This design comes from an exercise in tuning for small area, a short achievable clock period and few clock cycles per item on the open sky130 flow, not from production work. The RTL was checked by simulation tests, not by an equivalence proof against the original design. No activity file was given, so power comes from the tool's default toggle rates.

--- design/flow/constraint.sdc ---
create_clock -name core_clock -period 10.0 [get_ports {clk}]
set_input_delay 2.0000 -clock core_clock [delete_from_list [all_inputs] [get_ports {clk}]]
set_output_delay 2.0000 -clock core_clock [all_outputs]
set_load 0.01 [all_outputs]
--- design/flow/config.mk ---
export PLATFORM = sky130hd
export DESIGN_NAME = session_heartbeat_monitor_core
export DESIGN_NICKNAME = session_heartbeat_monitor_core
export VERILOG_FILES = /design/flow/design.v
export SDC_FILE = /design/flow/constraint.sdc
export NUM_CORES = 4
export LEC_CHECK = 0
export CAP_MARGIN = 20
export CORE_MARGIN = 2
export CORE_UTILIZATION = 20
export PLACE_DENSITY = 0.25
export SLEW_MARGIN = 20
export SYNTH_MEMORY_MAX_BITS = 8192
--- design/flow/run.sh ---
#!/bin/bash
# synth_recipe.tcl (not shown) runs the flow's synth.tcl, then flattens the netlist and writes it again
# the make line also repeats each setting of config.mk as NAME=value (left out here)
make -C /OpenROAD-flow-scripts/flow DESIGN_CONFIG=/design/flow/config.mk WORK_HOME=/design/flow/orfs CLKGATE_MAP_FILE= SYNTH_SCRIPT=/design/flow/synth_recipe.tcl finish
--- design/flow/design.v ---
`default_nettype none
module shm_ram #(
  parameter int WIDTH  = 8,
  parameter int DEPTH  = 16,
  parameter int ADDR_W = (DEPTH > 1) ? $clog2(DEPTH) : 1
) (
  input  wire logic                  clk,
  input  wire logic                  we,
  input  wire logic [ADDR_W-1:0]     waddr,
  input  wire logic [WIDTH-1:0]      wdata,
  input  wire logic                  re,
  input  wire logic [ADDR_W-1:0]     raddr,
  output      logic [WIDTH-1:0]      rdata
);
  logic [WIDTH-1:0] mem [DEPTH];
  always_ff @(posedge clk) begin
    if (we) begin
      mem[waddr] <= wdata;
    end
    if (re) begin
      rdata <= mem[raddr];
    end
  end
endmodule
`default_nettype wire
`default_nettype none
module session_heartbeat_monitor_core (
  input  wire logic              clk,
  input  wire logic              rst,
  input  wire logic              in_valid,
  output      logic              in_ready,
  input  wire logic [1:0]        kind,
  input  wire logic [5:0]        client,
  input  wire logic [31:0]       now,
  input  wire logic [31:0]       interval,
  input  wire logic              header_ok,
  input  wire logic [31:0]       test_req_id,
  input  wire logic [31:0]       seq_num,
  output      logic              out_valid,
  input  wire logic              out_ready,
  output      logic [2:0]        result_kind,
  output      logic [5:0]        slot,
  output      logic [31:0]       test_id,
  output      logic [31:0]       ref_seq,
  output      logic              last
);
  localparam int SESSIONS    = 64;
  localparam int TIME_BITS   = 32;
  localparam int MAX_RESULTS = 64;
  localparam int IDX_W  = (SESSIONS > 1) ? $clog2(SESSIONS) : 1;
  localparam int CNT_W  = $clog2(MAX_RESULTS + 1);
  localparam int SLOT_W = 6;
  localparam int ID_W   = 32;
  localparam int IVL_W  = 32;
  localparam int CMP_W  = (TIME_BITS > 32) ? TIME_BITS : 32;
  localparam int WORD_W = 2 * TIME_BITS + IVL_W;
  localparam logic [1:0] K_OPEN  = 2'd0;
  localparam logic [1:0] K_BEAT  = 2'd1;
  localparam logic [1:0] K_TICK  = 2'd2;
  localparam logic [1:0] K_CLOSE = 2'd3;
  localparam logic [2:0] RK_REPLY      = 3'd0;
  localparam logic [2:0] RK_HDR_REJ    = 3'd1;
  localparam logic [2:0] RK_VAL_REJ    = 3'd2;
  localparam logic [2:0] RK_TEST_REQ   = 3'd3;
  localparam logic [2:0] RK_DISCONNECT = 3'd4;
  typedef enum logic [4:0] {
    S_IDLE  = 5'b00001,
    S_HB    = 5'b00010,
    S_T_RD  = 5'b00100,
    S_T_EV  = 5'b01000,
    S_T_END = 5'b10000
  } state_t;
  state_t state, state_next;
  logic [SESSIONS-1:0] act, act_next;
  logic [SESSIONS-1:0] tp, tp_next;
  logic [IDX_W-1:0]    idx, idx_next;
  logic [CNT_W-1:0]    cnt, cnt_next;
  logic [TIME_BITS-1:0] now_q;
  logic                 hdr_q;
  logic [ID_W-1:0]      treq_q;
  logic [31:0]        seq_q;
  logic              hold_valid, hold_valid_next;
  logic [2:0]        hold_kind, hold_kind_next;
  logic [IDX_W-1:0]  hold_slot, hold_slot_next;
  logic [ID_W-1:0]   hold_tid, hold_tid_next;
  logic              out_load;
  logic              out_valid_next;
  logic [2:0]        result_kind_next;
  logic [SLOT_W-1:0] slot_next;
  logic [ID_W-1:0]   test_id_next;
  logic [31:0]       ref_seq_next;
  logic              last_next;
  logic              ram_we, ram_re;
  logic [IDX_W-1:0]  ram_waddr, ram_raddr;
  logic [WORD_W-1:0] ram_wdata, ram_rdata;
  logic [TIME_BITS-1:0] rd_seen, rd_pid, elapsed;
  logic [IVL_W-1:0]     rd_ivl;
  logic                 in_fire, out_free, slot_ok, expired, fire, walk_done;
  logic [IDX_W-1:0]     item_slot;
  logic                 msg_kind, drop_fire;
  assign rd_pid  = ram_rdata[TIME_BITS-1:0];
  assign rd_ivl  = ram_rdata[TIME_BITS +: IVL_W];
  assign rd_seen = ram_rdata[WORD_W-1 -: TIME_BITS];
  assign elapsed = now_q - rd_seen;
  assign expired = CMP_W'(elapsed) > CMP_W'(rd_ivl);
  assign fire    = act[idx] && expired;
  assign in_ready  = (state == S_IDLE);
  assign in_fire   = in_valid && in_ready;
  assign out_free  = !out_valid || out_ready;
  assign item_slot = IDX_W'(client);
  assign slot_ok   = 32'(client) < 32'(SESSIONS);
  assign walk_done = (idx == IDX_W'(SESSIONS - 1)) ||
                     (fire && (cnt == CNT_W'(MAX_RESULTS - 1)));
  assign msg_kind  = (result_kind == RK_REPLY) || (result_kind == RK_HDR_REJ) ||
                     (result_kind == RK_VAL_REJ);
  assign drop_fire = (state == S_T_EV) && fire && tp[idx] && !(hold_valid && !out_free);
  shm_ram #(
    .WIDTH (WORD_W),
    .DEPTH (SESSIONS)
  ) u_table (
    .clk   (clk),
    .we    (ram_we),
    .waddr (ram_waddr),
    .wdata (ram_wdata),
    .re    (ram_re),
    .raddr (ram_raddr),
    .rdata (ram_rdata)
  );
  always_comb begin
    state_next       = state;
    act_next         = act;
    tp_next          = tp;
    idx_next         = idx;
    cnt_next         = cnt;
    hold_valid_next  = hold_valid;
    hold_kind_next   = hold_kind;
    hold_slot_next   = hold_slot;
    hold_tid_next    = hold_tid;
    out_load         = 1'b0;
    result_kind_next = result_kind;
    slot_next        = slot;
    test_id_next     = test_id;
    ref_seq_next     = ref_seq;
    last_next        = last;
    ram_we           = 1'b0;
    ram_re           = 1'b0;
    ram_waddr        = idx;
    ram_raddr        = idx;
    ram_wdata        = {now_q, rd_ivl, rd_pid};
    unique case (state)
      S_IDLE: begin
        if (in_fire) begin
          idx_next = item_slot;
          unique case (kind)
            K_OPEN: begin
              if (slot_ok) begin
                act_next[item_slot] = 1'b1;
                tp_next[item_slot]  = 1'b0;
                ram_we    = 1'b1;
                ram_waddr = item_slot;
                ram_wdata = {TIME_BITS'(now), interval, {TIME_BITS{1'b0}}};
              end
            end
            K_CLOSE: begin
              if (slot_ok) begin
                act_next[item_slot] = 1'b0;
                tp_next[item_slot]  = 1'b0;
              end
            end
            K_BEAT: begin
              if (slot_ok && act[item_slot]) begin
                ram_re     = 1'b1;
                ram_raddr  = item_slot;
                state_next = S_HB;
              end
            end
            K_TICK: begin
              idx_next        = '0;
              cnt_next        = '0;
              hold_valid_next = 1'b0;
              state_next      = S_T_RD;
            end
            default: ;
          endcase
        end
      end
      S_HB: begin
        if (out_free) begin
          out_load     = 1'b1;
          slot_next    = SLOT_W'(idx);
          test_id_next = '0;
          last_next    = 1'b1;
          if (!hdr_q) begin
            result_kind_next = RK_HDR_REJ;
            ref_seq_next     = seq_q;
          end else if (tp[idx] && (CMP_W'(rd_pid) != CMP_W'(treq_q))) begin
            result_kind_next = RK_VAL_REJ;
            ref_seq_next     = seq_q;
          end else begin
            result_kind_next = RK_REPLY;
            ref_seq_next     = '0;
            tp_next[idx]     = 1'b0;
            ram_we           = 1'b1;
            ram_wdata        = {now_q, rd_ivl, rd_pid};
          end
          state_next = S_IDLE;
        end
      end
      S_T_RD: begin
        ram_re     = 1'b1;
        state_next = S_T_EV;
      end
      S_T_EV: begin
        if (!(fire && hold_valid && !out_free)) begin
          if (fire) begin
            if (hold_valid) begin
              out_load         = 1'b1;
              result_kind_next = hold_kind;
              slot_next        = SLOT_W'(hold_slot);
              test_id_next     = hold_tid;
              ref_seq_next     = '0;
              last_next        = 1'b0;
            end
            hold_valid_next = 1'b1;
            hold_slot_next  = idx;
            if (tp[idx]) begin
              hold_kind_next = RK_DISCONNECT;
              hold_tid_next  = '0;
              act_next[idx]  = 1'b0;
              tp_next[idx]   = 1'b0;
            end else begin
              hold_kind_next = RK_TEST_REQ;
              hold_tid_next  = ID_W'(now_q);
              tp_next[idx]   = 1'b1;
              ram_we         = 1'b1;
              ram_wdata      = {now_q, rd_ivl, now_q};
            end
            cnt_next = cnt + 1'b1;
          end
          if (walk_done) begin
            state_next = S_T_END;
          end else begin
            idx_next   = idx + 1'b1;
            state_next = S_T_RD;
          end
        end
      end
      S_T_END: begin
        if (!hold_valid) begin
          state_next = S_IDLE;
        end else if (out_free) begin
          out_load         = 1'b1;
          result_kind_next = hold_kind;
          slot_next        = SLOT_W'(hold_slot);
          test_id_next     = hold_tid;
          ref_seq_next     = '0;
          last_next        = 1'b1;
          hold_valid_next  = 1'b0;
          state_next       = S_IDLE;
        end
      end
      default: state_next = S_IDLE;
    endcase
    out_valid_next = out_load || (out_valid && !out_ready);
  end
  always_ff @(posedge clk) begin
    if (rst) begin
      state      <= S_IDLE;
      act        <= '0;
      tp         <= '0;
      idx        <= '0;
      cnt        <= '0;
      hold_valid <= 1'b0;
      out_valid  <= 1'b0;
    end else begin
      state      <= state_next;
      act        <= act_next;
      tp         <= tp_next;
      idx        <= idx_next;
      cnt        <= cnt_next;
      hold_valid <= hold_valid_next;
      out_valid  <= out_valid_next;
    end
  end
  always_ff @(posedge clk) begin
    if (in_fire) begin
      now_q  <= TIME_BITS'(now);
      hdr_q  <= header_ok;
      treq_q <= test_req_id;
      seq_q  <= seq_num;
    end
    hold_kind   <= hold_kind_next;
    hold_slot   <= hold_slot_next;
    hold_tid    <= hold_tid_next;
    result_kind <= result_kind_next;
    slot        <= slot_next;
    test_id     <= test_id_next;
    ref_seq     <= ref_seq_next;
    last        <= last_next;
  end
endmodule
`default_nettype wire
==> summary.txt <==
-- layer usage --
metal / track usage, % / part of all wire, % / vias up
li1: - / - / 73043
met1: 30.10 / 48 / 93324
met2: 33.64 / 46 / 4944
met3: 2.400 / 4.4 / 1114
met4: 3.350 / 1.7 / 16
met5: 0 / 0.0071 / -
-- cell type report --
cell class | instances | area, sq um | share of cell area [%]
inverters | 116 | 442.9 | 0.1366
clock buffers | 1126 | 22430 | 6.917
clock inverters | 416 | 3222 | 0.9935
repair buffers | 1588 | 16100 | 4.966
well taps | 17554 | 21960 | 6.773
diodes | 70 | 175.2 | 0.05402
multi-input cells | 10720 | 63270 | 19.51
flip-flops and latches | 6599 | 196700 | 60.65
-- power breakdown --
part | internal (uW) | total (uW) | switching, uW
clock network | 16500 | 29400 | 12900
registers | 31000 | 31200 | 168
logic | 2950 | 11400 | 8460
total | 50500 | 72000 | 21500
-- worst max-delay path by stage --
stage | from | endpoint | slack [ns] | depth (start not counted)
floorplan | now_q[0] | u_table.mem[10][0] | 0.87 | 26
global placement | client[2] | u_table.rdata[7] | -0.40 | 14
detailed placement | client[2] | u_table.rdata[91] | 0.47 | 18
CTS | u_table.rdata[64] | u_table.mem[17][61] | 0.62 | 27
global route | u_table.rdata[64] | u_table.mem[17][61] | 0.19 | 27
finish | u_table.rdata[64] | u_table.mem[26][26] | 0.50 | 27
-- synthesized netlist by cell type, types with 78 or more instances --
library cell	number
mux4_2	277
edfxtp_1	6451
o221ai_1	187
nor4_1	81
mux2i_1	647
a211oi_1	118
a31oi_1	249
dfxtp_1	148
ha_1	78
buf_4	82
nor2_1	330
a2111oi_0	123
nand4_1	85
and3_1	222
nand2_1	4433
o22ai_1	206
buf_1	187
nor3_1	308
and2_1	114
a311oi_1	89
inv_1	114
nand3_1	1039
o21ai_0	293
a21oi_1	1345
buf_2	319
clkbuf_1	572
-- state kept, by name (all words and copies together) (netlist names), named ones only --
signal / flops
hold_kind: 2
u_table.rdata: 96
result_kind: 3
cnt: 7
idx: 6
hold_valid: 1
state: 5
test_id: 32
now_q: 32
hold_slot: 6
out_valid: 1
ref_seq: 32
tp: 64
slot: 6
hold_tid: 32
last: 1
treq_q: 32
u_table.mem: 6144
seq_q: 32
hdr_q: 1
-- stage by stage --
step	setup TNS, ns	cell area (sq um)	hold WS [ns]	power (uW)
floorplan	0	263700	0.4064	36420
global placement	-0.7904	297300	0.4689	43580
detailed placement	0	298400	0.4664	43450
CTS	0	324000	0.4748	73200
global route	0	324100	0.4950	74460
finish	0	324300	0.4761	71990
-- worst register-to-register path, delay by kind of cell, from the launching register on --
kind	cells	cell delay, ns
buffers and inverters	3	1.22
flip-flops	1	0.95
AND/OR/NAND/NOR	7	2.57
XOR/XNOR	1	0.15
AO/OA/AOI/OAI	13	2.97
adder cells (fa/ha/maj)	3	1.12
-- kinds of logic after synthesis --
family                   after synthesis  synth area share (%)
AO/OA/AOI/OAI                       2908                 6.761
XOR/XNOR                              74                0.2458
adder cells (fa/ha/maj)               79                0.3777
buffers and inverters               1329                 2.325
flip-flops                          6599                 74.59
multiplexers                         932                 4.868
AND/OR/NAND/NOR                     6727                 10.83
==> impl_metrics.yaml <==
outcome:
  outcome: "finished clean"
finish:
  fin_util_pct: 24.68
  area_growth_pct: 23.00
  layout_common_cells: "edfxtp_1, nand2_1, a21oi_1"
  nNetsFinal: 20088
  final_common_cell: "edfxtp_1"
  drive_above_1_share_pct: 14.69
  fillCellCount: 136095
  fin_cells: 38189
routing:
  drtIter0Drc: 18913
  via_per_inst: 4.515
  wirelength_um: 1416000
  drc: 0
  num_vias: 172441
  wire_per_inst_um: 37.09
  ant_nets: 0
  drtPass1Iterations: 8
worst_setup_path:
  critical_path.top_delay_family: "compound AO/OA/AOI/OAI gates"
  end_kind: "flop"
  start_kind: "flop"
  cp_max_fo: 34
  r2r_end: "u_table.mem[26][26]"
  worstSetupPathType: "flop to flop"
  required_ns: 10.80
  cpMostUsedCell: "a21oi_1"
  crit_arrival_ns: 10.31
  reg2reg_slack_ns: 0.50
  max_stage_delay_ns: 0.95
  slowest_stage: "edfxtp_1"
  cp_num_buf_inv: 3
  r2r_cells: 27
  r2r-start: "u_table.rdata[64]"
timing:
  max_freq_mhz: 105.2
  fin_skew_ns: 0.1021
  hold_viol: 0
  rsz0062_at_grt: "false"
  final-setup-viol-count: 0
  max-slew-margin-rel_pct: 13.44
  setup_slack_ns: 0.4952
  tightestPinTransition_ns: 1.266
  fin_crit_sh_pct: 95.05
  report.final.slew_viol_count: 0
  period_minus_slack_ns: 9.505
synth:
  synth-main-ff-cell: "edfxtp_1"
  synth_top_area_share_pct: 73.47
  synth_edf_count: 6451
  synth_warnings: 2
  synthCells: 18648
  syn_avg_cell_area_sq_um: 14.14
  syn_area_sq_um: 263700
  synth_top_area_cell: "edfxtp_1"
  synth.area.top_cells: "edfxtp_1, nand2_1, a21oi_1, mux2i_1, mux4_2"
  synthArstFlopShare_pct: 0
  synth_seq_cells: 6599
  synthesis.nets: 18868
  ys_types: 83
  yosysSeqAreaShare_pct: 74.59
cts:
  cts_tree: "done"
  cts-root-buf: "clkbuf_16"
  clk_latency_ns: 1.22
  ctsResizeCount: 0
  cts_buffers: 843
  path_clk_slew_ns: 0.06
  clock-sinks: 6599
  cts_hold_buf: 0
  cts_buffer_depth: 5
  htreeDepth: 6
  cts_setup_buffers: 0
floorplanning:
  die_w_um: 1152
  die_h_um: 1152
  die-area_sq_um: 1328000
  coreArea_sq_um: 1314000
  top_level_ports: 217
  rows: 421
  start_util_pct: 20.06
grt:
  grt_pass1_vias: 169080
  track_usage_pct: 20.71
  grt.overflow.total: 0
  antenna_found_initial: 237
  grt_max_degree: 79
  grt_pass1_wl_um: 1831000
hold_path:
  min-delay-start: "tp[56]"
  min_path_cells: 2
  holdCritPathClass: "flop to flop"
  worstHoldEndpoint: "tp[56]"
run:
  drv_cap: 0
power:
  power_leakage_uw: 0.1083
  p_per_area_nw_per_um2: 222.0
  vdd_drop_max_mv: 0.1587
place:
  place_ws_ns: 0.4686
  io_buffer_count: 216
  dp_hpwl_um: 919100
  place_inst: 36573
  place_congestion: 0.7602
Testbench counts, summed over its fixed seeds: cycles 81,286, events 5,184.

==> static timing again, ports no longer ideal <==
Ports are ideal in the flow. The routed layout listed here was re-timed in OpenROAD.
Step 1 assumes that a clkbuf_16 drives the clock port and a buf_2 every other input.
Step 2, shift: input delay + t, output delay - t, t = (earliest + latest rising clock arrival at the registers) / 2. This alone moves slack from input paths to output paths.
a / b / c = ideal ports / drivers / drivers and shift; a / b = the first two.
shift t [ns]: 1.329
setup slack, ns: 0.495 / 0.495 / 0.495
hold slack, ns: 0.476 / 0.476 / 0.476
clock arrival spread, ns: 0.104 / 0.104
worst data-port slew with drivers (ns): 0.23
After both steps setup and hold are still met in this run. For this run, drivers alone change the setup slack by 0.000 ns; drivers and shift together by 0.000 ns.
